This is an optimization exercise on Yosys and OpenROAD, whose aim is small area and a short achievable clock period, not a production implementation. At most, simulation tests tie the RTL to the original design; equivalence was not proved. The RTL of run 7 was laid out without a check of its function.

==> design/flow/design.v <==
`timescale 1ns/10ps
package squeeze_pkg;
	function automatic int wk(input int lane, input int chan);
		wk = ((lane * 7 + chan * 3 + 2) % 13) - 6;
	endfunction
	function automatic int bk(input int lane);
		bk = (((lane * 5 + 1) % 7) - 3) * 64;
	endfunction
	function automatic int term_off(input int lane, input int chan);
		int k, a, sneg, lneg;
		k    = wk(lane, chan);
		a    = (k < 0) ? -k : k;
		sneg = (wk(0, chan) < 0) ? 1 : 0;
		lneg = (k < 0) ? 1 : 0;
		if (k == 0)
			term_off = 0;
		else if (lneg == sneg)
			term_off = -a * sneg;
		else
			term_off = a * sneg - 1;
	endfunction
	function automatic int preload(input int lane);
		int p;
		p = bk(lane);
		for (int c = 0; c < 8; c++) p = p - term_off(lane, c);
		preload = p;
	endfunction
endpackage
`timescale 1ns/10ps
module coef_rom #(
	parameter int LANE = 0
) (
	input  logic                   clk,
	input  logic                   arst_n,
	input  logic                   en,
	input  logic [2:0]             chan,
	input  logic [21-1:0]   m1,
	input  logic [21-1:0]   m3,
	input  logic [21-1:0]   m5,
	output logic                   first,
	output logic [21-1:0]   op
);
	logic [6:1] s_p_d, s_p_q, s_n_d, s_n_q;
	logic       f_d;
	always_comb begin
		s_p_d = '0;
		s_n_d = '0;
		for (int c = 0; c < 8; c++) begin
			if (en && chan == c) begin
				for (int a = 1; a <= 6; a++) begin
					if (squeeze_pkg::wk(LANE, c) == a || squeeze_pkg::wk(LANE, c) == -a) begin
						if ((squeeze_pkg::wk(LANE, c) < 0) == (squeeze_pkg::wk(0, c) < 0))
							s_p_d[a] = 1'b1;
						else
							s_n_d[a] = 1'b1;
					end
				end
			end
		end
		f_d = en && chan == 3'd0;
	end
	always_ff @(posedge clk or negedge arst_n) begin
		if (!arst_n) begin
			s_p_q <= '0;
			s_n_q <= '0;
			first <= 1'b0;
		end else begin
			s_p_q <= s_p_d;
			s_n_q <= s_n_d;
			first <= f_d;
		end
	end
	logic [21-1:0] mul [6:1];
	assign mul[1] = m1;
	assign mul[2] = m1 << 1;
	assign mul[3] = m3;
	assign mul[4] = m1 << 2;
	assign mul[5] = m5;
	assign mul[6] = m3 << 1;
	always_comb begin
		op = '0;
		for (int a = 1; a <= 6; a++) begin
			op = op | ({21{s_p_q[a]}} & mul[a])
			        | ({21{s_n_q[a]}} & ~mul[a]);
		end
	end
endmodule
`timescale 1ns/10ps
module mac_lane #(
	parameter int LANE = 0
) (
	input  logic                   clk,
	input  logic                   first,
	input  logic [21-1:0]   op,
	output logic [21-1:0]   acc
);
	localparam int PRE_I = squeeze_pkg::preload(LANE);
	logic [21-1:0] preload;
	assign preload = PRE_I;
	always_ff @(posedge clk) begin
		acc <= (first ? preload : acc) + op;
	end
endmodule
`timescale 1ns/10ps
module requant (
	input  logic [21-1:0] acc,
	output logic [16-1:0] q
);
	assign q = {1'b0, acc[18:4] & {15{~acc[21-1]}}};
endmodule
`timescale 1ns/10ps
module squeeze_ctrl (
	input  logic       clk,
	input  logic       arst_n,
	input  logic       en,
	input  logic       ram_feedback,
	output logic [2:0] chan,
	output logic       sample,
	output logic       finish
);
	localparam int NPIX = 3 * 3;
	logic       last;
	logic [3:0] pix_cnt;
	logic       layer_end;
	logic       fb_seen;
	always_ff @(posedge clk or negedge arst_n) begin
		if (!arst_n) begin
			chan   <= 3'd0;
			last   <= 1'b0;
			sample <= 1'b0;
		end else begin
			if (en) chan <= chan + 3'd1;
			last   <= en && (chan == 3'd7);
			sample <= last;
		end
	end
	always_ff @(posedge clk or negedge arst_n) begin
		if (!arst_n) begin
			pix_cnt   <= '0;
			layer_end <= 1'b0;
		end else if (last && !layer_end) begin
			pix_cnt <= pix_cnt + 1'b1;
			if (pix_cnt == NPIX - 1) layer_end <= 1'b1;
		end
	end
	always_ff @(posedge clk or negedge arst_n) begin
		if (!arst_n) begin
			fb_seen <= 1'b0;
		end else if (ram_feedback) begin
			fb_seen <= 1'b1;
		end
	end
	assign finish = layer_end && !fb_seen;
endmodule
`timescale 1ns/10ps
module squeeze_top (
	input  logic                             clk,
	input  logic                             arst_n,
	input  logic                             en,
	input  logic [16-1:0]            ifm,
	input  logic                             ram_feedback,
	output logic [4*16-1:0] ofm,
	output logic                             sample,
	output logic                             finish
);
	logic [2:0]            chan;
	logic [21-1:0]  m1, m3, m5;
	logic [17:0]           i3;
	logic [18:0]           i5;
	logic [16-1:0] x;
	logic [17:1]           x3;
	logic [18:2]           x5;
	squeeze_ctrl ctrl_i (
		.clk          (clk),
		.arst_n       (arst_n),
		.en           (en),
		.ram_feedback (ram_feedback),
		.chan         (chan),
		.sample       (sample),
		.finish       (finish)
	);
	logic [15:0] xi;
	assign xi = ifm ^ {16{~chan[1]}};
	assign i3 = {{2{xi[15]}}, xi} + {xi[15], xi, 1'b0};
	assign i5 = {{3{xi[15]}}, xi} + {xi[15], xi, 2'b0};
	always_ff @(posedge clk) begin
		x  <= xi;
		x3 <= i3[17:1];
		x5 <= i5[18:2];
	end
	assign m1 = {{(21-16){x[15]}}, x};
	assign m3 = {{(21-18){x3[17]}}, x3, x[0]};
	assign m5 = {{(21-19){x5[18]}}, x5, x[1:0]};
	genvar l;
	generate
		for (l = 0; l < 4; l++) begin : g_lane
			logic [21-1:0] op;
			logic [21-1:0] acc;
			logic                 first;
			coef_rom #(.LANE(l)) sel_i (
				.clk    (clk),
				.arst_n (arst_n),
				.en     (en),
				.chan   (chan),
				.first  (first),
				.m1   (m1),
				.m3   (m3),
				.m5   (m5),
				.op   (op)
			);
			mac_lane #(.LANE(l)) mac_i (
				.clk   (clk),
				.first (first),
				.op    (op),
				.acc   (acc)
			);
			requant rq_i (
				.acc (acc),
				.q   (ofm[l*16 +: 16])
			);
		end
	endgenerate
endmodule
==> design/flow/flow/run.sh <==
#!/bin/bash
# Standard layout with three changes to how it is made:
#  - every input and output port is buffered by a plain buf_2 instead of the
#    delay buffer the port buffering step picks by default;
#  - the resizer may change a cell's footprint (e.g. upsize a flip-flop);
#  - clock tree synthesis inserts no dummy loads.
set -euo pipefail
bash standard.sh \
  "BUFFER_PORTS_ARGS=-buffer_cell sky130_fd_sc_hd__buf_2" \
  "MATCH_CELL_FOOTPRINT=0" \
  "CTS_ARGS=-sink_clustering_enable -repair_clock_nets -dont_use_dummy_load -buf_list {sky130_fd_sc_hd__clkbuf_4 sky130_fd_sc_hd__clkbuf_8}" \
  finish > make_finish.log 2>&1
==> design/flow/standard.sh <==
#!/bin/bash
# synth_recipe.tcl (not shown) runs the flow's synth.tcl, then flattens the netlist and writes it again
# the make line also repeats each setting of config.mk as NAME=value (left out here)
make -C /OpenROAD-flow-scripts/flow DESIGN_CONFIG=/design/flow/config.mk WORK_HOME=/design/flow/orfs CLKGATE_MAP_FILE= SYNTH_SCRIPT=/design/flow/synth_recipe.tcl "${@:-finish}"
==> design/flow/config.mk <==
export PLATFORM = sky130hd
export DESIGN_NAME = squeeze_top
export DESIGN_NICKNAME = squeeze_top
export VERILOG_FILES = /design/flow/design.v
export SDC_FILE = /design/flow/constraint.sdc
export NUM_CORES = 4
export LEC_CHECK = 0
export ABC_AREA = 1
export CAP_MARGIN = 20
export CORE_MARGIN = 2
export CORE_UTILIZATION = 40
export CTS_BUF_LIST = sky130_fd_sc_hd__clkbuf_4 sky130_fd_sc_hd__clkbuf_8
export PLACE_DENSITY = 0.45
export SETUP_SLACK_MARGIN = 4.8
export SLEW_MARGIN = 20
==> design/flow/constraint.sdc <==
create_clock -name core_clock -period 7.5 [get_ports {clk}]
set_input_delay 1.5000 -clock core_clock [delete_from_list [all_inputs] [get_ports {clk}]]
set_output_delay 1.5000 -clock core_clock [all_outputs]
set_load 0.01 [all_outputs]
==> results of run 1 <==
## cell usage in the layout (no fill, tap or decap), drive strengths merged, types with 27 or more instances in the layout
cell type	synthesis	final
nand2	653	653
inv	358	344
nor2	255	255
a21oi	150	150
buf	35	137
dfxtp	132	132
nand3	118	118
ha	117	117
o22ai	74	74
xor2	46	46
o21ai	46	46
dfrtp	27	27
## Yosys cell counts, types with 8 or more instances
| cell type | instances |
|---|---|
| o21ai_0 | 40 |
| a21oi_1 | 149 |
| xor2_1 | 46 |
| o22ai_1 | 74 |
| and2_1 | 11 |
| xnor2_1 | 23 |
| inv_1 | 357 |
| clkbuf_1 | 17 |
| nor2_2 | 8 |
| nor3_1 | 22 |
| nand2_2 | 21 |
| o221ai_1 | 25 |
| o21bai_1 | 17 |
| buf_2 | 26 |
| nand2_1 | 632 |
| dfrtp_1 | 27 |
| nor2_1 | 246 |
| dfxtp_1 | 132 |
| or2_2 | 10 |
| ha_1 | 117 |
| nand3_1 | 117 |
| nand4_1 | 14 |
## routing by layer
metal  up-vias  wire (µm)
met2       499      20400
met3       117       3220
met1      6458      22800
li1       7206          -
met5         -         13
met4         2       1840
## registers in the layout (all words and copies together) (netlist names)
name	cells
ctrl_i.pix_cnt	4
g_lane.mac_i.acc	84
g_lane.sel_i.s_p_q	9
x5	16
x3	16
ctrl_i.fb_seen	1
ctrl_i.chan	3
x	16
ctrl_i.layer_end	1
ctrl_i.sample	1
g_lane.sel_i.s_n_q	8
## worst max-delay path: stages
cell and delay (ns):
buf_8 0.10, xnor2_4 0.29, ha_4 0.19, inv_2 0.04
fa_2 0.39, o21ai_4 0.22, nand2_2 0.09, nand2_4 0.13
buf_6 0.11, xor2_1 0.15
## timing repair
action / 4_1_cts / 5_1_grt
cloned: 2 / 6
resized for setup: 38 / 139
hold buffers: 0 / 0
setup buffers: 11 / 41
endpoints found under the setup margin: 131 / 139
pin swaps: 3 / 32
## per-stage QoR
step	area [µm²]	std cells	utilization (%)	worst slack [ns]
CTS	15000	2700	44.8	4.75
global route	15900	2747	47.6	4.70
floorplan	13700	2189	-	4.60
detailed placement	14500	2670	43.3	4.03
finish	15900	2747	47.6	4.71
global placement	14500	2670	43.3	4.13
## kinds of logic (layout without fill, tap and decap cells)
| family | after synthesis | count (layout) | share of synthesized area, % |
|---|---|---|---|
| AND/OR/NAND/NOR | 1089 | 1089 | 32.9 |
| buffers and inverters | 414 | 524 | 11.8 |
| AO/OA/AOI/OAI | 331 | 331 | 14.6 |
| flip-flops | 159 | 159 | 24.5 |
| adder cells (fa/ha/maj) | 123 | 123 | 11.7 |
| XOR/XNOR | 69 | 69 | 4.46 |
| other | 1 | 4 | 0.0277 |
## how the worst max path moves through the flow
stage                                   end  slack, ns
floorplan                            x5[16]       4.60
global placement                      x3[9]       4.13
detailed placement  g_lane[1].mac_i.acc[16]       4.03
CTS                 g_lane[1].mac_i.acc[16]       4.75
global route                         x5[12]       4.70
finish                                x3[7]       4.71
## final cells by class
cell class / instances / share of cell area, %
Tap cell: 448 / 3.52
Inverter: 362 / 9.03
Timing Repair inverter: 7 / 0.330
Timing Repair Buffer: 138 / 6.24
Multi-Input combinational cell: 1616 / 58.2
Clock buffer: 17 / 1.47
Sequential cell: 159 / 21.2
==> flow_metrics.env, run 1 <==
export IMPL_register_area_um2=3380
export IMPL_worst_pin_slew_ns=0.789
export IMPL_critPathKind="input pin to flip-flop"
export IMPL_ys_seq_elements=159
export IMPL_grt_busiest_layer="met2"
export IMPL_wire_per_inst_um=17.6
export IMPL_antennaDiodeCount=0
export IMPL_cts_buffers=17
export IMPL_yosys_warnings=14
export IMPL_grtUsageTotal_pct=27.0
export IMPL_multi_input_area_um2=9270
export IMPL_firstDrtPassIters=6
export IMPL_row_count=67
export IMPL_grt_remaining_overflow=0
export IMPL_setup_viol=0
export IMPL_ioPinCount=86
export IMPL_ant_nets=0
export IMPL_dieWidth_um=188
export IMPL_drive_gt1_share_pct=15.3
export IMPL_clk_path_buf_depth=2
export IMPL_syn_area_um2=13500
export IMPL_gr_usage_met3_pct=4.79
export IMPL_htreeDepth=4
export IMPL_hp_class="flip-flop to flip-flop"
export IMPL_area_growth_pct=17.5
export IMPL_fin_skew_ns=0.0268
export IMPL_critPathRequiredTime_ns=7.93
export IMPL_clockRootBuffer="clkbuf_8"
export IMPL_reg2reg_to="x3[7]"
export IMPL_clk_latency_ns=0.50
export IMPL_min_period_ns=2.79
export IMPL_timing_rr_start="ctrl_i.chan[1]"
export IMPL_first_iter_violations=1299
export IMPL_min_to="ctrl_i.fb_seen"
export IMPL_io_buffers=81
export IMPL_start_kind="input pin"
export IMPL_syn_inst=2186
export IMPL_yosys_area_top_type="dfxtp_1"
export IMPL_clock_sinks=159
export IMPL_synth_top_area_share_pct=19.5
export IMPL_drc_errors=0
export IMPL_final_nets=2444
export IMPL_dp_final_hpwl_mm=37.2
export IMPL_rsz0062_at_grt="yes"
export IMPL_wl_mm=48.3
export IMPL_ys_top_cells_by_area="dfxtp_1 (20%), nand2_1 (18%), ha_1 (11%)"
export IMPL_die_area_um2=35400
export IMPL_antenna_found_initial=1
export IMPL_drv_cap=0
export IMPL_maxSlewHeadroom_pct=47.4
export IMPL_grt_met1_usage_pct=37.7
export IMPL_fp_coreArea_um2=33400
export IMPL_synth_enable_flop_cells=0
export IMPL_syn_area_per_cell_um2=6.20
export IMPL_start_util_pct=40.5
export IMPL_worstSetupEndpointType="flip-flop"
export IMPL_whs_ns=0.473
export IMPL_path_max_fanout=4
export IMPL_maxSlewViolCount=0
export IMPL_met2_usage_pct=41.3
export IMPL_routabilityCongestion=0.985
export IMPL_synth_seq_area_share_pct=24.5
export IMPL_synthDistinctLibCells=45
export IMPL_grt_pass1_vias=13100
export IMPL_die_h_um=188
export IMPL_rrSetupSlack_ns=4.88
export IMPL_status="finished clean"
export IMPL_fmax_ghz=0.359
export IMPL_n_fill_cell=3624
export IMPL_hold_start="ctrl_i.fb_seen"
export IMPL_grt_start_max_net_pins=56
export IMPL_reg2regPathDepth=11
export IMPL_vias_per_cell=5.20
export IMPL_min_path_cells=1
export IMPL_grt_pass1_wl_mm=74.1
export IMPL_hold_viol=0
export IMPL_finalCritPeriodShare_pct=37.1
export IMPL_synthArstFlopShare_pct=17.0
export IMPL_cts_tree="built"
export IMPL_crit_path_start="ifm[0]"
export IMPL_synth_ff_type="dfxtp_1"
export IMPL_num_vias=14300
export IMPL_clkTransAtPathRegs_ns=0.09
export IMPL_critical_path_arrival_ns=3.21
export IMPL_tns_ns=0
==> inputs of run 2 (changes only) <==
--- a/design/flow/config.mk
+++ b/design/flow/config.mk
@@ -13,3 +13,3 @@
 export PLACE_DENSITY = 0.45
-export SETUP_SLACK_MARGIN = 4.8
+export SETUP_SLACK_MARGIN = 4.2
 export SLEW_MARGIN = 20
==> run 2 against run 1 <==
Compared with the run above:
- cell count decreased by 2.2%
- via count decreased by 2.5%
- critical path type is now flip-flop to flip-flop
- worst hold slack improved by 0.0019 ns
- still clean on timing, DRC and antenna
- final area decreased by 8.3%
==> flow_metrics.env, run 2 <==
export IMPL_ys_seq_elements=159
export IMPL_min_period_ns=3.15
export IMPL_dp_final_hpwl_mm=37.1
export IMPL_clk_latency_ns=0.51
export IMPL_status="finished clean"
export IMPL_first_iter_violations=1218
export IMPL_wire_per_inst_um=17.5
export IMPL_multi_input_area_um2=8640
export IMPL_num_vias=13900
export IMPL_firstDrtPassIters=6
export IMPL_io_buffers=81
export IMPL_synth_ff_type="dfxtp_1"
export IMPL_yosys_area_top_type="dfxtp_1"
export IMPL_synthXorXnorAreaFrac_pct=4.46
export IMPL_grt_pass1_vias=12900
export IMPL_critPathMaxStageDelay_ns=0.59
export IMPL_dieWidth_um=188
export IMPL_path_max_fanout=34
export IMPL_whs_ns=0.475
export IMPL_hold_viol=0
export IMPL_crit_family="simple AND/OR/NAND/NOR gates"
export IMPL_crit_chain="clkinvlp_4 -> a31oi_1 -> ha_1 -> fa_1 -> nand3_1 -> nand3_1 -> nand2_1 -> nand2_1 -> nand3b_1 -> nand3_1 -> nand2_1"
export IMPL_grt_pass1_wl_mm=73.0
export IMPL_die_area_um2=35400
export IMPL_ant_nets=0
export IMPL_synth_enable_flop_cells=0
export IMPL_hp_class="flip-flop to flip-flop"
export IMPL_drive_gt1_share_pct=7.06
export IMPL_finalCritPeriodShare_pct=41.9
export IMPL_setup_viol=0
export IMPL_tns_ns=0
export IMPL_fin_skew_ns=0.0405
export IMPL_synth_seq_area_share_pct=24.5
export IMPL_drc_errors=0
export IMPL_cts_buffers=17
export IMPL_clockRootBuffer="clkbuf_8"
export IMPL_maxSlewHeadroom_pct=36.2
export IMPL_wl_mm=47.0
export IMPL_worstSetupEndpointType="flip-flop"
export IMPL_final_cell_mix="nand2_1 (632), inv_1 (356), nor2_1 (246)"
export IMPL_clk_path_buf_depth=2
export IMPL_fp_coreArea_um2=33400
export IMPL_vias_per_cell=5.19
export IMPL_clkTransAtPathRegs_ns=0.08
export IMPL_synth_most_common_cell="nand2_1"
export IMPL_area_growth_pct=7.79
export IMPL_synthArstFlopShare_pct=17.0
export IMPL_syn_area_um2=13500
export IMPL_yosys_warnings=14
export IMPL_die_h_um=188
export IMPL_synth_simple_gate_area_share_pct=32.9
export IMPL_fmax_ghz=0.318
export IMPL_critical_path_arrival_ns=3.54
export IMPL_worst_pin_slew_ns=0.957
export IMPL_drv_cap=0
export IMPL_yosys_area_share_adder_pct=11.7
export IMPL_synth_compound_gate_area_share_pct=14.6
export IMPL_design_area_um2=14600
export IMPL_grtUsageTotal_pct=26.6
export IMPL_ioPinCount=86
export IMPL_postCtsSetupRepairBufs=0
export IMPL_n_fill_cell=3665
export IMPL_critPathRequiredTime_ns=7.90
export IMPL_row_count=67
export IMPL_final_nets=2383
export IMPL_synth_commonest_cells="nand2_1 (632), inv_1 (357), nor2_1 (246)"
export IMPL_start_util_pct=40.5
export IMPL_antenna_found_initial=0
export IMPL_synthDistinctLibCells=45
export IMPL_clock_sinks=159
export IMPL_ys_top_cells_by_area="dfxtp_1 (20%), nand2_1 (18%), ha_1 (11%)"
export IMPL_synth_top_area_share_pct=19.5
export IMPL_placedCellCount=2668
export IMPL_synth_top_family_by_area="simple AND/OR/NAND/NOR gates"
export IMPL_syn_area_per_cell_um2=6.20
export IMPL_stdcell_count=2686
export IMPL_cp_slowest_cell="clkinvlp_4"
export IMPL_crit_buf_inv=1
export IMPL_routabilityCongestion=1.00
export IMPL_grt_start_max_net_pins=57
export IMPL_synthMuxAreaShare_pct=0
export IMPL_placed_area_um2=14300
export IMPL_rsz0062_at_grt="no"
export IMPL_layout_commonest_cell="nand2_1"
export IMPL_critPathKind="flip-flop to flip-flop"
export IMPL_largest_reg_flops=84
export IMPL_cts_hold_buf=0
export IMPL_cts_tree="built"
export IMPL_antennaDiodeCount=0
export IMPL_htreeDepth=4
export IMPL_start_kind="flip-flop"
export IMPL_register_area_um2=3330
export IMPL_grt_remaining_overflow=0
export IMPL_regMostFlops="g_lane.mac_i.acc"
export IMPL_maxSlewViolCount=0
export IMPL_syn_inst=2186
==> run 2: cell counts after synthesis <==
No cell type changed its count.
==> run 2: path summary, 6_finish.rpt <==
path / from / endpoint / slack, ns / depth (start not counted)
min in group asynchronous: arst_n / ctrl_i.pix_cnt[3] / 0.99 / 1
max reg2reg: g_lane[2].sel_i.s_p_q[1] / g_lane[2].mac_i.acc[14] / 4.35 / 11
min: ctrl_i.pix_cnt[3] / ctrl_i.pix_cnt[3] / 0.48 / 1
max in group asynchronous: arst_n / g_lane[1].sel_i.s_n_q[1] / 6.06 / 1
min reg2reg: ctrl_i.pix_cnt[3] / ctrl_i.pix_cnt[3] / 0.48 / 1
max: g_lane[2].sel_i.s_p_q[1] / g_lane[2].mac_i.acc[14] / 4.35 / 11
==> run 2: per-layer routing <==
metal,global-route usage [%],share of wire [%]
met5,0,0
met4,9.54,3.5
met3,4.59,6.3
met2,40.4,42
met1,37.5,49
==> run 2: layout make-up <==
cell class / count / share of cell area [%]
tap: 448 / 3.84
timing repair buffer: 84 / 3.22
sequential: 159 / 22.8
multi-input combinational: 1616 / 59.2
inverter: 362 / 9.39
clock buffer: 17 / 1.60
==> run 2: worst register-to-register path, stage by stage, from the launching register on <==
cell and delay [ns]:
dfrtp_1 0.51, clkinvlp_4 0.59, a31oi_1 0.58, ha_1 0.31, fa_1 0.30, nand3_1 0.10
nand3_1 0.16, nand2_1 0.07, nand2_1 0.10, nand3b_1 0.17, nand3_1 0.12, nand2_1 0.05
==> run 2: cells by family (layout without fill, tap and decap cells) <==
kind of cell,after synthesis,in the layout
XOR/XNOR,69,69
AND/OR/NAND/NOR,1089,1089
adder cells (fa/ha/maj),123,123
other,1,4
buffers and inverters,414,463
AO/OA/AOI/OAI,331,331
flip-flops,159,159
==> run 2: timing repair <==
item	in CTS	in global routing
cloned	0	1
endpoints found under the setup margin	22	36
resized for setup	4	14
hold endpoints to repair	0	0
==> run 2: per-stage QoR <==
step                setup WS [ns]  utilization [%]
floorplan                    4.35                -
global placement             4.00             42.7
detailed placement           3.96             42.7
CTS                          4.21             43.5
global route                 4.22             43.7
finish                       4.35             43.7
==> inputs of run 3 (changes only) <==
==> design/flow/flow/run.sh (replaced) <==
#!/bin/bash
# Standard layout, with every input and output port buffered by a plain
# buf_2 instead of the delay buffer the port buffering step picks by default.
set -euo pipefail
bash standard.sh "BUFFER_PORTS_ARGS=-buffer_cell sky130_fd_sc_hd__buf_2" finish > make_finish.log 2>&1
--- a/design/flow/config.mk
+++ b/design/flow/config.mk
@@ -7,3 +7,2 @@
 export LEC_CHECK = 0
-export ABC_AREA = 1
 export CAP_MARGIN = 20
@@ -12,4 +11,4 @@
 export CTS_BUF_LIST = sky130_fd_sc_hd__clkbuf_4 sky130_fd_sc_hd__clkbuf_8
-export PLACE_DENSITY = 0.45
-export SETUP_SLACK_MARGIN = 4.2
+export PLACE_DENSITY = 0.4
+export SETUP_SLACK_MARGIN = 4.3
 export SLEW_MARGIN = 20
==> run 3 against run 2 <==
Compared with the run above:
- clock-buffer cell count increased by 2
- setup slack got worse by 0.084 ns
- die area decreased by 14%
- still clean on timing, DRC and antenna
- worst hold slack about the same
- critical path depth increased by 2
- non-clock buffer count increased by 99
==> flow_metrics.env, run 3 <==
export IMPL_crit_family="compound AO/OA/AOI/OAI gates"
export IMPL_critical_path_arrival_ns=3.64
export IMPL_maxSlewHeadroom_pct=56.0
export IMPL_worst_pin_slew_ns=0.659
export IMPL_antenna_found_initial=0
export IMPL_rsz0062_at_grt="yes"
export IMPL_gr_usage_met3_pct=4.42
export IMPL_largest_reg_flops=84
export IMPL_status="finished clean"
export IMPL_drv_cap=0
export IMPL_crit_buf_inv=2
export IMPL_min_period_ns=3.23
export IMPL_htreeDepth=4
export IMPL_hp_class="flip-flop to flip-flop"
export IMPL_fp_coreArea_um2=28600
export IMPL_ys_top_cells_by_area="dfxtp_1 (23%), ha_1 (13%), xnor2_1 (6.3%)"
export IMPL_start_util_pct=40.6
export IMPL_yosys_area_top_type="dfxtp_1"
export IMPL_drc_errors=0
export IMPL_synth_top_area_share_pct=22.8
export IMPL_io_buffers=81
export IMPL_cts_tree="built"
export IMPL_yosys_area_share_adder_pct=13.6
export IMPL_finalCritPeriodShare_pct=43.1
export IMPL_routabilityCongestion=0.897
export IMPL_synthMuxAreaShare_pct=0.0862
export IMPL_synth_enable_flop_cells=0
export IMPL_synth_ff_type="dfxtp_1"
export IMPL_critPathMaxStageDelay_ns=0.33
export IMPL_ys_seq_elements=159
export IMPL_firstDrtPassIters=6
export IMPL_clkTransAtPathRegs_ns=0.11
export IMPL_path_max_fanout=5
export IMPL_tns_ns=0
export IMPL_wl_mm=37.3
export IMPL_fmax_ghz=0.310
export IMPL_drive_gt1_share_pct=25.9
export IMPL_critPathRequiredTime_ns=7.91
export IMPL_die_area_um2=30400
export IMPL_final_nets=1668
export IMPL_synth_simple_gate_area_share_pct=18.9
export IMPL_syn_area_per_cell_um2=8.34
export IMPL_crit_top_cell="o21ai_2"
export IMPL_area_growth_pct=22.9
export IMPL_synth_top_family_by_area="compound AO/OA/AOI/OAI gates"
export IMPL_synthXorXnorAreaFrac_pct=8.66
export IMPL_ant_nets=0
export IMPL_antennaDiodeCount=0
export IMPL_crit_chain="buf_8 -> xnor2_4 -> ha_4 -> inv_2 -> fa_2 -> nor2b_1 -> o21a_1 -> o21ai_2 -> a21oi_2 -> o21ai_2 -> a21o_1 -> o31a_1 -> xnor2_1"
export IMPL_design_area_um2=14300
export IMPL_dieWidth_um=174
export IMPL_clock_sinks=159
export IMPL_cp_slowest_cell="fa_2"
export IMPL_maxSlewViolCount=0
export IMPL_synth_most_common_cell="dfxtp_1"
export IMPL_setup_viol=0
export IMPL_grt_met1_usage_pct=33.1
export IMPL_clk_latency_ns=0.49
export IMPL_syn_inst=1393
export IMPL_syn_area_um2=11600
export IMPL_synth_compound_gate_area_share_pct=25.4
export IMPL_fin_skew_ns=0.0225
export IMPL_clk_path_buf_depth=2
export IMPL_regMostFlops="g_lane.mac_i.acc"
export IMPL_grt_pass1_wl_mm=56.6
export IMPL_clockRootBuffer="clkbuf_8"
export IMPL_placedCellCount=1792
export IMPL_rrSetupSlack_ns=4.38
export IMPL_num_vias=10800
export IMPL_dp_final_hpwl_mm=25.7
export IMPL_hold_viol=0
export IMPL_stdcell_count=1922
export IMPL_ioPinCount=86
export IMPL_wire_per_inst_um=19.4
export IMPL_vias_per_cell=5.60
export IMPL_cts_buffers=17
export IMPL_die_h_um=174
export IMPL_synthArstFlopShare_pct=17.0
export IMPL_synth_commonest_cells="dfxtp_1 (132), ha_1 (117), nor2b_1 (112)"
export IMPL_synth_seq_area_share_pct=28.6
export IMPL_grt_busiest_layer="met2"
export IMPL_synthDistinctLibCells=74
export IMPL_worstSetupEndpointType="flip-flop"
export IMPL_critPathKind="input pin to flip-flop"
export IMPL_grt_start_max_net_pins=37
export IMPL_grt_remaining_overflow=0
export IMPL_layout_commonest_cell="dfxtp_1"
export IMPL_start_kind="input pin"
export IMPL_met2_usage_pct=37.3
export IMPL_first_iter_violations=963
export IMPL_grt_pass1_vias=10000
export IMPL_placed_area_um2=12300
export IMPL_row_count=62
export IMPL_yosys_warnings=14
export IMPL_final_cell_mix="dfxtp_1 (120), nor2b_1 (109), ha_1 (100)"
export IMPL_grtUsageTotal_pct=23.9
==> run 3: cell count changes after synthesis, sizes merged, moves of 73 or more <==
cell	previous run	this run
nand2	653	80
inv	358	63
nor2	255	71
nor2b	0	112
nand3	118	33
a22oi	0	73
==> run 3: cell families (layout without fill, tap and decap cells) <==
kind of cell    count (synthesis)  in the layout
compound gates                439            439
simple gates                  418            418
mux                             1              1
fa+ha+maj                     123            123
buf+inv                       138            280
other cells                     1              4
xor+xnor                      114            114
flops                         159            159
==> run 3: path summary, 6_finish.rpt <==
check,start,cells past startpoint,end
hold reg to reg,ctrl_i.fb_seen,1,ctrl_i.fb_seen
hold / removal,ctrl_i.fb_seen,1,ctrl_i.fb_seen
setup / recovery,ifm[2],13,x5[16]
max in group asynchronous,arst_n,1,g_lane[1].sel_i.s_n_q[1]
min in group asynchronous,arst_n,1,ctrl_i.pix_cnt[3]
setup reg to reg,g_lane[2].sel_i.s_p_q[1],14,g_lane[3].mac_i.acc[20]
==> run 3: stage by stage <==
| stage | util [%] | setup slack (ns) | hold slack [ns] |
|---|---|---|---|
| detailed placement | 43.1 | 3.32 | 0.457 |
| global placement | 43.1 | 3.38 | 0.452 |
| floorplan | - | 4.03 | 0.440 |
| global route | 49.8 | 4.14 | 0.511 |
| CTS | 46.7 | 4.23 | 0.480 |
| finish | 49.8 | 4.27 | 0.475 |
==> run 3: worst register-to-register path: cells and delay by family (launching register included) <==
family / cells / cell delay, ns
flops: 1 / 0.56
compound gates: 7 / 1.39
simple gates: 2 / 0.17
fa+ha+maj: 1 / 0.35
xor+xnor: 1 / 0.10
buf+inv: 3 / 0.45
==> run 3: what timing repair did <==
item / CTS / global route
gates cloned: 0 / 1
endpoints found under the setup margin: 58 / 39
gates resized for setup: 70 / 107
pin swaps: 22 / 57
hold buffers: 0 / 0
setup buffers: 47 / 50
==> run 3: layout make-up <==
type,count,area (µm²)
well taps,384,480
repair buffers,183,1320
clock inverters,13,143
flip-flops and latches,159,3360
fillers,2792,14400
inverters,65,297
clock buffers,19,262
multi-input cells,1099,8410
==> run 3: layer usage <==
layer  up-vias  wire, µm
li1       5268         -
met1      5083     17100
met2       356     16800
met3        56      2320
met4         0      1100
met5         -         0
==> inputs of run 4 (changes only) <==
--- a/design/flow/design.v
+++ b/design/flow/design.v
@@ -32,14 +32,12 @@
 ) (
-	input  logic                   clk,
-	input  logic                   arst_n,
-	input  logic                   en,
-	input  logic [2:0]             chan,
-	input  logic [21-1:0]   m1,
-	input  logic [21-1:0]   m3,
-	input  logic [21-1:0]   m5,
-	output logic                   first,
-	output logic [21-1:0]   op
+	input  logic          clk,
+	input  logic          arst_n,
+	input  logic          en,
+	input  logic [2:0]    chan,
+	input  logic [18:0]   m1,
+	input  logic [18:0]   m3,
+	input  logic [18:0]   m5,
+	output logic [18:0]   op
 );
 	logic [6:1] s_p_d, s_p_q, s_n_d, s_n_q;
-	logic       f_d;
 	always_comb begin
@@ -59,3 +57,2 @@
 		end
-		f_d = en && chan == 3'd0;
 	end
@@ -65,3 +62,2 @@
 			s_n_q <= '0;
-			first <= 1'b0;
 		end else begin
@@ -69,6 +65,6 @@
 			s_n_q <= s_n_d;
-			first <= f_d;
-		end
-	end
-	logic [21-1:0] mul [6:1];
+		end
+	end
+	logic [18:0] mul [6:1];
+	logic [18:0] t;
 	assign mul[1] = m1;
@@ -80,7 +76,10 @@
 	always_comb begin
-		op = '0;
+		t = '0;
 		for (int a = 1; a <= 6; a++) begin
-			op = op | ({21{s_p_q[a]}} & mul[a])
-			        | ({21{s_n_q[a]}} & ~mul[a]);
-		end
+			t = t | ({19{s_p_q[a]}} & mul[a])
+			      | ({19{s_n_q[a]}} & ~mul[a]);
+		end
+	end
+	always_ff @(posedge clk) begin
+		op <= t;
 	end
@@ -117,2 +116,3 @@
 	output logic [2:0] chan,
+	output logic       first,
 	output logic       sample,
@@ -121,3 +121,4 @@
 	localparam int NPIX = 3 * 3;
-	logic       last;
+	logic       first1;
+	logic       last1, last2;
 	logic [3:0] pix_cnt;
@@ -128,3 +129,6 @@
 			chan   <= 3'd0;
-			last   <= 1'b0;
+			first1 <= 1'b0;
+			first  <= 1'b0;
+			last1  <= 1'b0;
+			last2  <= 1'b0;
 			sample <= 1'b0;
@@ -132,4 +136,7 @@
 			if (en) chan <= chan + 3'd1;
-			last   <= en && (chan == 3'd7);
-			sample <= last;
+			first1 <= en && (chan == 3'd0);
+			first  <= first1;
+			last1  <= en && (chan == 3'd7);
+			last2  <= last1;
+			sample <= last2;
 		end
@@ -140,3 +147,3 @@
 			layer_end <= 1'b0;
-		end else if (last && !layer_end) begin
+		end else if (last2 && !layer_end) begin
 			pix_cnt <= pix_cnt + 1'b1;
@@ -166,8 +173,5 @@
 	logic [2:0]            chan;
-	logic [21-1:0]  m1, m3, m5;
-	logic [17:0]           i3;
-	logic [18:0]           i5;
+	logic                  first;
 	logic [16-1:0] x;
-	logic [17:1]           x3;
-	logic [18:2]           x5;
+	logic [18:0]           m1, m3, m5;
 	squeeze_ctrl ctrl_i (
@@ -178,2 +182,3 @@
 		.chan         (chan),
+		.first        (first),
 		.sample       (sample),
@@ -181,14 +186,8 @@
 	);
-	logic [15:0] xi;
-	assign xi = ifm ^ {16{~chan[1]}};
-	assign i3 = {{2{xi[15]}}, xi} + {xi[15], xi, 1'b0};
-	assign i5 = {{3{xi[15]}}, xi} + {xi[15], xi, 2'b0};
 	always_ff @(posedge clk) begin
-		x  <= xi;
-		x3 <= i3[17:1];
-		x5 <= i5[18:2];
-	end
-	assign m1 = {{(21-16){x[15]}}, x};
-	assign m3 = {{(21-18){x3[17]}}, x3, x[0]};
-	assign m5 = {{(21-19){x5[18]}}, x5, x[1:0]};
+		x <= ifm ^ {16{~chan[1]}};
+	end
+	assign m1 = {{3{x[15]}}, x};
+	assign m3 = m1 + (m1 << 1);
+	assign m5 = m1 + (m1 << 2);
 	genvar l;
@@ -196,5 +195,4 @@
 		for (l = 0; l < 4; l++) begin : g_lane
-			logic [21-1:0] op;
+			logic [18:0]          op;
 			logic [21-1:0] acc;
-			logic                 first;
 			coef_rom #(.LANE(l)) sel_i (
@@ -204,7 +202,6 @@
 				.chan   (chan),
-				.first  (first),
-				.m1   (m1),
-				.m3   (m3),
-				.m5   (m5),
-				.op   (op)
+				.m1     (m1),
+				.m3     (m3),
+				.m5     (m5),
+				.op     (op)
 			);
@@ -213,3 +210,3 @@
 				.first (first),
-				.op    (op),
+				.op    ({{(21-19){op[18]}}, op}),
 				.acc   (acc)
==> design/flow/flow/run.sh (replaced) <==
#!/bin/bash
set -euo pipefail
bash standard.sh \
  "BUFFER_PORTS_ARGS=-buffer_cell sky130_fd_sc_hd__buf_2" \
  "MATCH_CELL_FOOTPRINT=0" \
  "CTS_ARGS=-sink_clustering_enable -repair_clock_nets -dont_use_dummy_load -sink_clustering_size 25 -sink_clustering_max_diameter 80 -buf_list {sky130_fd_sc_hd__clkbuf_8 sky130_fd_sc_hd__clkbuf_16}" \
  finish > make_finish.log 2>&1
==> design/flow/config.mk (replaced) <==
export PLATFORM = sky130hd
export DESIGN_NAME = squeeze_top
export DESIGN_NICKNAME = squeeze_top
export VERILOG_FILES = /design/flow/design.v
export SDC_FILE = /design/flow/constraint.sdc
export NUM_CORES = 4
export LEC_CHECK = 0
export ABC_AREA = 1
export CAP_MARGIN = 20
export CORE_MARGIN = 2
export CORE_UTILIZATION = 40
export CTS_BUF_LIST = sky130_fd_sc_hd__clkbuf_8 sky130_fd_sc_hd__clkbuf_16
export CTS_CLUSTER_DIAMETER = 80
export CTS_CLUSTER_SIZE = 25
export PLACE_DENSITY = 0.45
export SETUP_SLACK_MARGIN = 4.7
export SLEW_MARGIN = 20
==> run 4 against run 3 <==
Compared with the run above:
- final area rose by 6.6%
- global-route usage up 1.7 points
- die area is 19% higher
- synthesized cell count grew 47%
- area after synthesis up 19%
- via count increased by 25%
- worst hold slack lost 0.091 ns
- still clean
- clock-buffer cell count down 2
- first-iteration DRC count increased by 13%
==> flow_metrics.env, run 4 <==
export IMPL_largest_reg_flops=84
export IMPL_antenna_found_initial=1
export IMPL_ys_top_cells_by_area="dfxtp_1 (25%), nand2_1 (13%), ha_1 (11%)"
export IMPL_wl_met3_mm=2.03
export IMPL_reg2reg_to="g_lane[2].sel_i.op[3]"
export IMPL_timing_rr_start="x[0]"
export IMPL_hold_start="ctrl_i.last2"
export IMPL_wl_mm=46.7
export IMPL_largestRegisters="g_lane.mac_i.acc x84, g_lane.sel_i.op x76, x x16"
export IMPL_ioPinCount=86
export IMPL_fmax_ghz=0.370
export IMPL_ys_seq_elements=205
export IMPL_n_fill_cell=3769
export IMPL_dp_final_hpwl_mm=36.1
export IMPL_whs_ns=0.384
export IMPL_clk_latency_ns=0.50
export IMPL_path_max_fanout=8
export IMPL_synth_top_area_share_pct=25.4
export IMPL_critPathRequiredTime_ns=7.85
export IMPL_min_to="ctrl_i.sample"
export IMPL_reg2regPathDepth=6
export IMPL_hp_class="flip-flop to flip-flop"
export IMPL_row_count=68
export IMPL_start_kind="flip-flop"
export IMPL_first_iter_violations=1085
export IMPL_status="finished clean"
export IMPL_hold_viol=0
export IMPL_fin_skew_ns=0.0353
export IMPL_critical_path_arrival_ns=3.05
export IMPL_worstSetupEndpointType="flip-flop"
export IMPL_min_path_cells=0
export IMPL_maxSlewHeadroom_pct=40.7
export IMPL_synthArstFlopShare_pct=14.1
export IMPL_critPathKind="flip-flop to flip-flop"
export IMPL_die_area_um2=36200
export IMPL_grt_pass1_vias=12700
export IMPL_postCtsSetupRepairBufs=0
export IMPL_fp_coreArea_um2=34400
export IMPL_synth_most_common_cell="nand2_1"
export IMPL_drc_errors=0
export IMPL_area_growth_pct=9.64
export IMPL_final_cell_mix="nand2_1 (497), inv_1 (264), nor2_1 (226)"
export IMPL_grtUsageTotal_pct=25.6
export IMPL_grt_start_max_net_pins=54
export IMPL_clk_path_buf_depth=3
export IMPL_clkTransAtPathRegs_ns=0.07
export IMPL_routabilityCongestion=0.968
export IMPL_io_buffers=81
export IMPL_clockRootBuffer="clkbuf_16"
export IMPL_clock_sinks=205
export IMPL_cts_buffers=17
export IMPL_worst_pin_slew_ns=0.889
export IMPL_wire_per_inst_um=18.3
export IMPL_syn_area_per_cell_um2=6.80
export IMPL_setup_viol=0
export IMPL_vias_per_cell=5.28
export IMPL_firstDrtPassIters=5
export IMPL_tns_ns=0
export IMPL_drive_gt1_share_pct=7.59
export IMPL_num_vias=13500
export IMPL_dieWidth_um=190
export IMPL_die_h_um=190
export IMPL_antennaDiodeCount=0
export IMPL_final_util_pct=44.3
export IMPL_drv_cap=0
export IMPL_syn_area_um2=13900
export IMPL_synth_commonest_cells="nand2_1 (497), inv_1 (265), nor2_1 (227)"
export IMPL_syn_inst=2041
export IMPL_final_nets=2239
export IMPL_drt_met1_wl_mm=22.7
export IMPL_finalCritPeriodShare_pct=36.1
export IMPL_grt_remaining_overflow=0
export IMPL_synth_enable_flop_cells=0
export IMPL_cts_hold_buf=0
export IMPL_cts_tree="built"
export IMPL_htreeDepth=1
export IMPL_design_area_um2=15200
export IMPL_start_util_pct=40.4
export IMPL_regMostFlops="g_lane.mac_i.acc"
export IMPL_grt_pass1_wl_mm=71.9
export IMPL_ant_nets=0
export IMPL_route_met2_wl_mm=20.6
export IMPL_placed_area_um2=14700
export IMPL_synth_ff_type="dfxtp_1"
export IMPL_maxSlewViolCount=0
export IMPL_yosys_area_top_type="dfxtp_1"
export IMPL_top_layer_used="met5"
export IMPL_synth_seq_area_share_pct=30.6
export IMPL_rrSetupSlack_ns=4.79
export IMPL_synthDistinctLibCells=49
export IMPL_yosys_warnings=14
export IMPL_rsz0062_at_grt="yes"
export IMPL_layout_commonest_cell="nand2_1"
export IMPL_min_period_ns=2.71
## run 4: final cells by class
| class | count | area (µm²) | area share, % |
|---|---|---|---|
| clock buffer | 17 | 425 | 2.80 |
| sequential | 205 | 4270 | 28.0 |
| timing repair buffer | 91 | 523 | 3.44 |
| inverter | 270 | 1020 | 6.69 |
| multi-input combinational | 1511 | 8410 | 55.3 |
| tap | 455 | 569 | 3.74 |
## run 4: logic make-up after synthesis
family                     count (synthesis)  synth area share [%]
xor gates and xnor gates                  97                  6.23
and+or+nand+nor                          960                  29.0
other                                      1                0.0270
DFF                                      205                  30.6
AOI/OAI and AO/OA                        327                  13.7
buffers and inverters                    328                  9.03
adders and majority gates                123                  11.4
## run 4: per-layer routing
layer | vias up | track usage (%)
met5 | - | 0
met4 | 2 | 7.07
met3 | 87 | 2.48
met2 | 387 | 41.3
met1 | 6207 | 36.3
li1 | 6770 | -
## run 4: worst max-delay path by stage
stage / from / to / slack [ns] / cells after the start
finish: x[0] / g_lane[2].sel_i.op[3] / 4.79 / 6
detailed placement: ctrl_i.first / g_lane[3].mac_i.acc[18] / 4.52 / 12
global route: ctrl_i.first / g_lane[3].mac_i.acc[18] / 4.67 / 12
CTS: ctrl_i.first / g_lane[3].mac_i.acc[18] / 4.71 / 12
floorplan: g_lane[0].mac_i.acc[20] / ofm[10] / 5.11 / 3
global placement: ctrl_i.first / g_lane[3].mac_i.acc[18] / 4.52 / 12
## run 4: through the flow
stage,worst slack [ns],instances
final,4.79,2549
after global routing,4.67,2549
after CTS,4.71,2548
after detailed placement,4.52,2531
after global placement,4.52,2531
after floorplan,5.11,2044
## run 4: what timing repair did
item,CTS,global route
cloned,0,1
setup endpoints to repair,81,55
gates resized for setup,7,16
## run 4: worst max-delay path, cell delays in order (launching register included)
cell	delay, ns
dfxtp_1	0.46
ha_1	0.40
fa_1	0.47
xnor2_1	0.74
o221ai_1	0.21
a21oi_1	0.16
o211ai_1	0.11
==> inputs of run 5 (changes only) <==
--- a/design/flow/config.mk
+++ b/design/flow/config.mk
@@ -15,3 +15,3 @@
 export PLACE_DENSITY = 0.45
-export SETUP_SLACK_MARGIN = 4.7
+export SETUP_SLACK_MARGIN = 4.9
 export SLEW_MARGIN = 20
==> run 5 against run 4 <==
Compared with the run above:
- final area up 2.1%
- register-to-register slack improved by 0.17 ns
- via count is 0.35% higher
- maximum frequency up 1.2%
- worst hold slack is essentially flat
- critical endpoint is now ofm[24]
==> flow_metrics.env, run 5 <==
export IMPL_n_fill_cell=3740
export IMPL_cts_tree="built"
export IMPL_vias_per_cell=5.27
export IMPL_synthArstFlopShare_pct=14.1
export IMPL_synthMuxAreaShare_pct=0
export IMPL_synth_ff_type="dfxtp_1"
export IMPL_dp_final_hpwl_mm=36.1
export IMPL_maxSlewHeadroom_pct=40.4
export IMPL_syn_area_um2=13900
export IMPL_synth_enable_flop_cells=0
export IMPL_grtUsageTotal_pct=25.6
export IMPL_synth_commonest_cells="nand2_1 (497), inv_1 (265), nor2_1 (227)"
export IMPL_crit_buf_inv=1
export IMPL_cp_slowest_cell="dfxtp_4"
export IMPL_yosys_area_top_type="dfxtp_1"
export IMPL_die_h_um=190
export IMPL_crit_family="flip-flops"
export IMPL_synth_top_area_share_pct=25.4
export IMPL_drv_cap=0
export IMPL_ant_nets=0
export IMPL_critPathMaxStageDelay_ns=0.41
export IMPL_clk_latency_ns=0.50
export IMPL_critPathKind="flip-flop to output pin"
export IMPL_yosys_warnings=14
export IMPL_cts_buffers=17
export IMPL_drc_errors=0
export IMPL_synth_seq_area_share_pct=30.6
export IMPL_dieWidth_um=190
export IMPL_path_max_fanout=16
export IMPL_crit_chain="nor2_1 -> buf_2"
export IMPL_min_period_ns=2.67
export IMPL_yosys_area_share_adder_pct=11.4
export IMPL_largestRegisters="g_lane.mac_i.acc x84, g_lane.sel_i.op x76, x x16"
export IMPL_synth_top_family_by_area="simple AND/OR/NAND/NOR gates"
export IMPL_setup_viol=0
export IMPL_rsz0062_at_grt="yes"
export IMPL_final_nets=2250
export IMPL_wl_mm=47.6
export IMPL_placed_area_um2=14700
export IMPL_final_cell_mix="nand2_1 (495), inv_1 (263), nor2_1 (221)"
export IMPL_wire_per_inst_um=18.6
export IMPL_syn_inst=2041
export IMPL_register_area_um2=4280
export IMPL_hold_viol=0
export IMPL_start_kind="flip-flop"
export IMPL_status="finished clean"
export IMPL_drive_gt1_share_pct=10.0
export IMPL_stdcell_count=2560
export IMPL_fp_coreArea_um2=34400
export IMPL_ys_top_cells_by_area="dfxtp_1 (25%), nand2_1 (13%), ha_1 (11%)"
export IMPL_area_growth_pct=12.0
export IMPL_first_iter_violations=1179
export IMPL_synth_simple_gate_area_share_pct=29.0
export IMPL_fin_skew_ns=0.0343
export IMPL_clockRootBuffer="clkbuf_16"
export IMPL_clk_path_buf_depth=3
export IMPL_syn_area_per_cell_um2=6.80
export IMPL_placedCellCount=2531
export IMPL_setup_ws_ns=4.83
export IMPL_row_count=68
export IMPL_num_vias=13500
export IMPL_critical_path_arrival_ns=1.17
export IMPL_place_ws_ns=4.52
export IMPL_hp_class="flip-flop to flip-flop"
export IMPL_fmax_ghz=0.374
export IMPL_die_area_um2=36200
export IMPL_grt_pass1_vias=12700
export IMPL_htreeDepth=1
export IMPL_multi_input_area_um2=8570
export IMPL_antennaDiodeCount=0
export IMPL_grt_pass1_wl_mm=71.9
export IMPL_ys_seq_elements=205
export IMPL_synthDistinctLibCells=49
export IMPL_synth_compound_gate_area_share_pct=13.7
export IMPL_tns_ns=0
export IMPL_design_area_um2=15500
export IMPL_regMostFlops="g_lane.mac_i.acc"
export IMPL_clkTransAtPathRegs_ns=0.07
export IMPL_clock_sinks=205
export IMPL_antenna_found_initial=1
export IMPL_layout_commonest_cell="nand2_1"
export IMPL_synthXorXnorAreaFrac_pct=6.23
export IMPL_firstDrtPassIters=6
export IMPL_start_util_pct=40.4
export IMPL_critPathRequiredTime_ns=6.00
export IMPL_routabilityCongestion=0.968
export IMPL_synth_most_common_cell="nand2_1"
export IMPL_grt_start_max_net_pins=54
export IMPL_grt_remaining_overflow=0
export IMPL_finalCritPeriodShare_pct=35.6
export IMPL_largest_reg_flops=84
export IMPL_maxSlewViolCount=0
export IMPL_io_buffers=81
export IMPL_cts_hold_buf=0
export IMPL_worst_pin_slew_ns=0.894
export IMPL_worstSetupEndpointType="output pin"
export IMPL_ioPinCount=86
-- run 5: cell types whose count changed in the layout (fill, tap and decap cells not counted), sizes merged --
cell | previous run | this run
clkinv | 4 | 3
clkinvlp | 1 | 2
clkbuf | 18 | 20
buf | 90 | 99
-- run 5: cell families after synthesis --
group	count (synthesis)
AO/OA/AOI/OAI	327
buffers and inverters	328
XOR/XNOR	97
adder cells (fa/ha/maj)	123
AND/OR/NAND/NOR	960
other	1
flip-flops	205
-- run 5: final cells by class --
cell class,count,share of cell area [%]
clock buffer,17,2.74
inverter,270,6.57
multi-input combinational,1511,55.2
tap,455,3.66
sequential,205,27.5
timing repair buffer,102,4.33
-- run 5: final timing paths --
check	to	slack, ns	from	depth (start not counted)
worst max-delay path	ofm[24]	4.83	g_lane[1].mac_i.acc[20]	2
worst min-delay path	ctrl_i.sample	0.38	ctrl_i.last2	0
worst max register to register	g_lane[2].mac_i.acc[15]	4.96	ctrl_i.first	11
worst min register to register	ctrl_i.sample	0.38	ctrl_i.last2	0
max in group asynchronous	ctrl_i.first	6.00	arst_n	1
min in group asynchronous	ctrl_i.pix_cnt[3]	1.03	arst_n	1
-- run 5: metal layers --
metal,global-route usage (%),routed length (µm),vias up
met4,7.07,1430,2
met5,0,18,-
met1,36.3,22900,6247
li1,-,-,6783
met2,41.4,20900,387
met3,2.48,2330,81
-- run 5: timing repair --
action	in CTS	in global routing
endpoints found under the setup margin	118	107
gates resized for setup	23	50
setup buffers	1	8
pin swaps	1	2
gates cloned	0	3
-- run 5: stage by stage --
step / utilization (%) / hold slack (ns)
global placement: 42.7 / 0.369
CTS: 44.2 / 0.388
finish: 45.2 / 0.384
global route: 45.2 / 0.410
floorplan: - / 0.352
detailed placement: 42.7 / 0.381
==> inputs of run 6 (changes only) <==
--- a/design/flow/config.mk
+++ b/design/flow/config.mk
@@ -11,7 +11,4 @@
 export CORE_UTILIZATION = 40
-export CTS_BUF_LIST = sky130_fd_sc_hd__clkbuf_8 sky130_fd_sc_hd__clkbuf_16
-export CTS_CLUSTER_DIAMETER = 80
-export CTS_CLUSTER_SIZE = 25
 export PLACE_DENSITY = 0.45
-export SETUP_SLACK_MARGIN = 4.9
+export SETUP_SLACK_MARGIN = 5.0
 export SLEW_MARGIN = 20
==> run 6 against run 5 <==
Compared with the run above:
- still clean on timing, DRC and antenna
- cell count about the same
- utilization increased by 0.87 points
- highest routed layer unchanged
==> flow_metrics.env, run 6 <==
export IMPL_maxSlewHeadroom_pct=41.6
export IMPL_clock_sinks=205
export IMPL_rsz0062_at_grt="yes"
export IMPL_synth_most_common_cell="nand2_1"
export IMPL_min_period_ns=2.67
export IMPL_routabilityCongestion=0.968
export IMPL_die_h_um=190
export IMPL_hold_viol=0
export IMPL_synthArstFlopShare_pct=14.1
export IMPL_hp_class="flip-flop to flip-flop"
export IMPL_fin_skew_ns=0.0362
export IMPL_largest_reg_flops=84
export IMPL_htreeDepth=1
export IMPL_grt_pass1_wl_mm=73.3
export IMPL_critPathKind="flip-flop to output pin"
export IMPL_worst_pin_slew_ns=0.876
export IMPL_clk_path_buf_depth=3
export IMPL_clkTransAtPathRegs_ns=0.07
export IMPL_ys_seq_elements=205
export IMPL_fmax_ghz=0.374
export IMPL_fp_coreArea_um2=34400
export IMPL_synth_commonest_cells="nand2_1 (497), inv_1 (265), nor2_1 (227)"
export IMPL_first_iter_violations=1150
export IMPL_finalCritPeriodShare_pct=35.6
export IMPL_wire_per_inst_um=18.7
export IMPL_ant_nets=0
export IMPL_synth_enable_flop_cells=0
export IMPL_yosys_area_top_type="dfxtp_1"
export IMPL_layout_commonest_cell="nand2_1"
export IMPL_antennaDiodeCount=0
export IMPL_synth_seq_area_share_pct=30.6
export IMPL_dp_final_hpwl_mm=36.1
export IMPL_vias_per_cell=5.29
export IMPL_design_area_um2=15800
export IMPL_area_growth_pct=14.1
export IMPL_syn_area_um2=13900
export IMPL_row_count=68
export IMPL_tns_ns=0
export IMPL_die_area_um2=36200
export IMPL_syn_area_per_cell_um2=6.80
export IMPL_synthDistinctLibCells=49
export IMPL_stdcell_count=2559
export IMPL_setup_ws_ns=4.83
export IMPL_wl_mm=47.9
export IMPL_cts_hold_buf=0
export IMPL_final_cell_mix="nand2_1 (484), inv_1 (262), nor2_1 (215)"
export IMPL_firstDrtPassIters=7
export IMPL_clk_latency_ns=0.50
export IMPL_cts_buffers=17
export IMPL_grt_start_max_net_pins=32
export IMPL_final_util_pct=46.1
export IMPL_synth_top_area_share_pct=25.4
export IMPL_grt_pass1_vias=12700
export IMPL_drive_gt1_share_pct=12.4
export IMPL_largestRegisters="g_lane.mac_i.acc x84, g_lane.sel_i.op x76, x x16"
export IMPL_grtUsageTotal_pct=26.2
export IMPL_cts_tree="built"
export IMPL_start_kind="flip-flop"
export IMPL_placed_area_um2=14700
export IMPL_status="finished clean"
export IMPL_drv_cap=0
export IMPL_path_max_fanout=16
export IMPL_io_buffers=81
export IMPL_yosys_warnings=14
export IMPL_drc_errors=0
export IMPL_ioPinCount=86
export IMPL_maxSlewViolCount=0
export IMPL_ys_top_cells_by_area="dfxtp_1 (25%), nand2_1 (13%), ha_1 (11%)"
export IMPL_start_util_pct=40.4
export IMPL_regMostFlops="g_lane.mac_i.acc"
export IMPL_syn_inst=2041
export IMPL_antenna_found_initial=2
export IMPL_final_nets=2249
export IMPL_critical_path_arrival_ns=1.17
export IMPL_setup_viol=0
export IMPL_grt_remaining_overflow=0
export IMPL_rrSetupSlack_ns=5.09
export IMPL_worstSetupEndpointType="output pin"
export IMPL_dieWidth_um=190
export IMPL_critPathRequiredTime_ns=6.00
export IMPL_placedCellCount=2531
export IMPL_num_vias=13500
export IMPL_place_ws_ns=4.52
export IMPL_clockRootBuffer="clkbuf_16"
export IMPL_synth_ff_type="dfxtp_1"
-- run 6: cell counts after synthesis --
Identical to the previous run, type by type.
-- run 6: repair_timing --
action,CTS,global route
gates cloned,3,0
setup buffers,4,4
gates resized for setup,29,113
endpoints found under the setup margin,150,124
pin swaps,1,8
-- run 6: final cells by class --
cell class | count | area, µm²
Tap cell | 455 | 569
Fill cell | 3707 | 18500
Inverter | 270 | 1020
Sequential cell | 205 | 4280
Multi-Input combinational cell | 1511 | 8860
Timing Repair Buffer | 101 | 676
Clock buffer | 17 | 425
-- run 6: stage by stage --
step	hold slack [ns]
detailed placement	0.381
floorplan	0.352
global placement	0.369
finish	0.384
global route	0.410
CTS	0.388
-- run 6: worst max-delay path: stages, from the launching register on --
cell	delay, ns
dfxtp_4	0.41
nor2_1	0.12
buf_2	0.15
-- run 6: cells by family (layout without fill, tap and decap cells) --
kind of cell,count (synthesis),after routing,share of synthesized area (%)
buffers and inverters,328,388,9.03
other,1,4,0.0270
AND/OR/NAND/NOR,960,960,29.0
flip-flops,205,205,30.6
adder cells (fa/ha/maj),123,123,11.4
XOR/XNOR,97,97,6.23
AO/OA/AOI/OAI,327,327,13.7
-- run 6: per-layer routing --
| metal | track usage [%] | routed length [µm] |
|---|---|---|
| met5 | 0 | 18 |
| met4 | 7.04 | 1300 |
| met3 | 2.28 | 2260 |
| met2 | 42.8 | 21400 |
| met1 | 37.1 | 22900 |
-- run 6: path summary, 6_finish.rpt --
check,startpoint,depth (start not counted),end
worst max register to register,ctrl_i.first,11,g_lane[0].mac_i.acc[15]
worst min register to register,ctrl_i.last2,0,ctrl_i.sample
worst min-delay path,ctrl_i.last2,0,ctrl_i.sample
max in group asynchronous,arst_n,1,ctrl_i.first
worst max-delay path,g_lane[1].mac_i.acc[20],2,ofm[24]
min in group asynchronous,arst_n,1,ctrl_i.pix_cnt[3]
==> inputs of run 7 (changes only) <==
--- a/design/flow/design.v
+++ b/design/flow/design.v
@@ -104,6 +104,11 @@
 module requant (
-	input  logic [21-1:0] acc,
+	input  logic                  clk,
+	input  logic [21-1:0]  acc,
 	output logic [16-1:0] q
 );
-	assign q = {1'b0, acc[18:4] & {15{~acc[21-1]}}};
+	logic [14:0] r;
+	always_ff @(posedge clk) begin
+		r <= acc[18:4] & {15{~acc[21-1]}};
+	end
+	assign q = {1'b0, r};
 endmodule
@@ -122,3 +127,3 @@
 	logic       first1;
-	logic       last1, last2;
+	logic       last1, last2, last3;
 	logic [3:0] pix_cnt;
@@ -133,2 +138,3 @@
 			last2  <= 1'b0;
+			last3  <= 1'b0;
 			sample <= 1'b0;
@@ -140,3 +146,4 @@
 			last2  <= last1;
-			sample <= last2;
+			last3  <= last2;
+			sample <= last3;
 		end
@@ -147,3 +154,3 @@
 			layer_end <= 1'b0;
-		end else if (last2 && !layer_end) begin
+		end else if (last3 && !layer_end) begin
 			pix_cnt <= pix_cnt + 1'b1;
@@ -214,2 +221,3 @@
 			requant rq_i (
+				.clk (clk),
 				.acc (acc),
==> run 7 against run 6 <==
Compared with the run above:
- worst hold slack lost 0.026 ns
- first-iteration DRC count increased by 9.9%
- sequential share of layout area increased by 4.4 points
- clock-buffer cell count increased by 3
- clock skew about the same
- highest routed layer unchanged
==> flow_metrics.env, run 7 <==
export IMPL_status="finished clean"
export IMPL_largestRegisters="g_lane.mac_i.acc x84, g_lane.sel_i.op x76, g_lane.rq_i.r x60"
export IMPL_syn_inst=2092
export IMPL_clk_path_buf_depth=3
export IMPL_area_growth_pct=16.2
export IMPL_fp_coreArea_um2=37500
export IMPL_setup_viol=0
export IMPL_start_kind="flip-flop"
export IMPL_synthDistinctLibCells=52
export IMPL_dieWidth_um=199
export IMPL_synth_ff_type="dfxtp_1"
export IMPL_synth_most_common_cell="nand2_1"
export IMPL_wl_mm=50.0
export IMPL_syn_area_per_cell_um2=7.24
export IMPL_final_nets=2310
export IMPL_grt_start_max_net_pins=31
export IMPL_worstSetupEndpointType="output pin"
export IMPL_wire_per_inst_um=18.7
export IMPL_synthXorXnorAreaFrac_pct=5.60
export IMPL_start_util_pct=40.4
export IMPL_cts_buffers=20
export IMPL_placedCellCount=2634
export IMPL_yosys_area_share_adder_pct=10.5
export IMPL_min_period_ns=2.62
export IMPL_synth_compound_gate_area_share_pct=13.0
export IMPL_grt_pass1_vias=13200
export IMPL_maxSlewHeadroom_pct=29.9
export IMPL_clkTransAtPathRegs_ns=0.06
export IMPL_die_area_um2=39400
export IMPL_row_count=71
export IMPL_rsz0062_at_grt="yes"
export IMPL_clockRootBuffer="clkbuf_16"
export IMPL_die_h_um=199
export IMPL_place_ws_ns=4.55
export IMPL_ys_seq_elements=266
export IMPL_routabilityCongestion=0.941
export IMPL_antennaDiodeCount=0
export IMPL_synth_enable_flop_cells=0
export IMPL_clock_sinks=266
export IMPL_grtUsageTotal_pct=25.0
export IMPL_finalCritPeriodShare_pct=35.0
export IMPL_synthArstFlopShare_pct=11.3
export IMPL_setup_ws_ns=4.88
export IMPL_critPathRequiredTime_ns=6.00
export IMPL_drive_gt1_share_pct=15.4
export IMPL_drv_cap=0
export IMPL_firstDrtPassIters=6
export IMPL_synthMuxAreaShare_pct=0
export IMPL_synth_commonest_cells="nand2_1 (477), inv_1 (264), dfxtp_1 (236)"
export IMPL_clk_latency_ns=0.54
export IMPL_antenna_found_initial=1
export IMPL_num_vias=13900
export IMPL_path_max_fanout=2
export IMPL_yosys_area_top_type="dfxtp_1"
export IMPL_htreeDepth=1
export IMPL_cts_tree="built"
export IMPL_io_buffers=81
export IMPL_fin_skew_ns=0.0359
export IMPL_critical_path_arrival_ns=1.12
export IMPL_regMostFlops="g_lane.mac_i.acc"
export IMPL_synth_simple_gate_area_share_pct=26.4
export IMPL_yosys_warnings=15
export IMPL_first_iter_violations=1264
export IMPL_syn_area_um2=15100
export IMPL_synth_top_area_share_pct=31.2
export IMPL_maxSlewViolCount=0
export IMPL_grt_pass1_wl_mm=75.5
export IMPL_vias_per_cell=5.19
export IMPL_grt_remaining_overflow=0
export IMPL_cts_hold_buf=0
export IMPL_ys_top_cells_by_area="dfxtp_1 (31%), nand2_1 (12%), ha_1 (9.7%)"
export IMPL_fmax_ghz=0.381
export IMPL_final_cell_mix="nand2_1 (455), inv_1 (261), dfxtp_1 (208)"
export IMPL_synth_seq_area_share_pct=36.2
export IMPL_worst_pin_slew_ns=1.05
export IMPL_ioPinCount=86
export IMPL_hp_class="flip-flop to flip-flop"
export IMPL_drc_errors=0
export IMPL_largest_reg_flops=84
export IMPL_critPathKind="flip-flop to output pin"
export IMPL_hold_viol=0
export IMPL_synth_top_family_by_area="simple AND/OR/NAND/NOR gates"
export IMPL_dp_final_hpwl_mm=36.8
export IMPL_stdcell_count=2676
export IMPL_layout_commonest_cell="nand2_1"
export IMPL_tns_ns=0
export IMPL_whs_ns=0.357
export IMPL_ant_nets=0
-- run 7: changes by cell type after synthesis, moves of 5 or more --
cell	before	now
nand2_2	12	18
dfxtp_1	176	236
nor2_1	227	219
clkbuf_1	45	40
nand2_1	497	477
buf_2	5	13
-- run 7: cells by family (layout without fill, tap and decap cells) --
kind of cell,count (synthesis),after routing
AOI/OAI and AO/OA,338,338
xor gates and xnor gates,96,96
adders and majority gates,123,123
buffers and inverters,326,396
DFF,266,266
other,1,4
and+or+nand+nor,942,942
-- run 7: worst max-delay path, stage by stage (launching register included) --
cell	delay (ns)
dfrtp_1	0.36
inv_2	0.04
nor2_2	0.08
buf_2	0.12
-- run 7: final timing paths --
check	startpoint	to	slack [ns]	cells past startpoint
setup / recovery	ctrl_i.layer_end	finish	4.88	3
hold / removal	ctrl_i.last2	ctrl_i.last3	0.36	0
setup reg to reg	x[4]	g_lane[2].sel_i.op[7]	5.06	8
hold reg to reg	ctrl_i.last2	ctrl_i.last3	0.36	0
max in group asynchronous	arst_n	ctrl_i.first	6.06	1
min in group asynchronous	arst_n	g_lane[2].sel_i.s_p_q[4]	0.98	1
-- run 7: final cells by class --
cell class                      instances  area, µm²
Multi-Input combinational cell       1503       9080
Clock buffer                           20        500
Inverter                              269       1020
Fill cell                            3862      19900
Tap cell                              511        639
Sequential cell                       266       5520
Timing Repair Buffer                  107        826
-- run 7: per-layer routing --
| metal | GRT usage (%) | part of all wire (%) |
|---|---|---|
| met5 | 0 | 0.026 |
| met4 | 8.35 | 3.4 |
| met3 | 3.34 | 6.1 |
| met2 | 39.2 | 43 |
| met1 | 35.3 | 47 |
-- run 7: timing repair --
action | in CTS | in global routing
cloned | 3 | 2
resized for setup | 41 | 168
hold endpoints to repair | 0 | 0
buffers inserted | 3 | 14
endpoints found under the setup margin | 101 | 98
pin swaps | 1 | 21
-- run 7: through the flow --
stage               util [%]  cell area, µm²
floorplan                  -           15200
global route            46.9           17600
CTS                     44.6           16700
finish                  46.9           17600
detailed placement      42.6           16000
global placement        42.6           16000

[port drivers added, routing unchanged]
The flow's constraints put no driver on any port. The routed layouts listed below were extracted and timed again, unchanged, in two steps. Step 1 assumes that a clkbuf_16 drives the clock port and a buf_2 every other input. Step 2 times the ports against the registers' clock, not the clock port: input delays grow and output delays shrink by t, the midpoint of the rising clock arrivals with the driver on. Three values: ideal ports, drivers, drivers and shift; two values: the first two.
run | t, ns | setup WS [ns] | hold WS [ns]
run 1 | 0.536 | 4.714 / 4.726 / 4.191 | 0.473 / 0.473 / 0.473
run 2 | 0.538 | 4.354 / 4.351 / 3.975 | 0.475 / 0.475 / 0.475
run 3 | 0.526 | 4.270 / 4.279 / 3.753 | 0.475 / 0.475 / 0.475
run 4 | 0.533 | 4.795 / 4.753 / 4.795 | 0.384 / 0.384 / 0.384
run 5 | 0.535 | 4.827 / 4.774 / 4.958 | 0.384 / 0.384 / 0.384
run 6 | 0.532 | 4.828 / 4.775 / 5.085 | 0.384 / 0.384 / 0.384
run 7 | 0.579 | 4.877 / 4.824 / 5.061 | 0.357 / 0.357 / 0.357
After both steps every run listed still meets setup and hold. The setup slack of run 1, which loses most, moves by +0.012 ns with the drivers and by -0.523 ns with both steps.
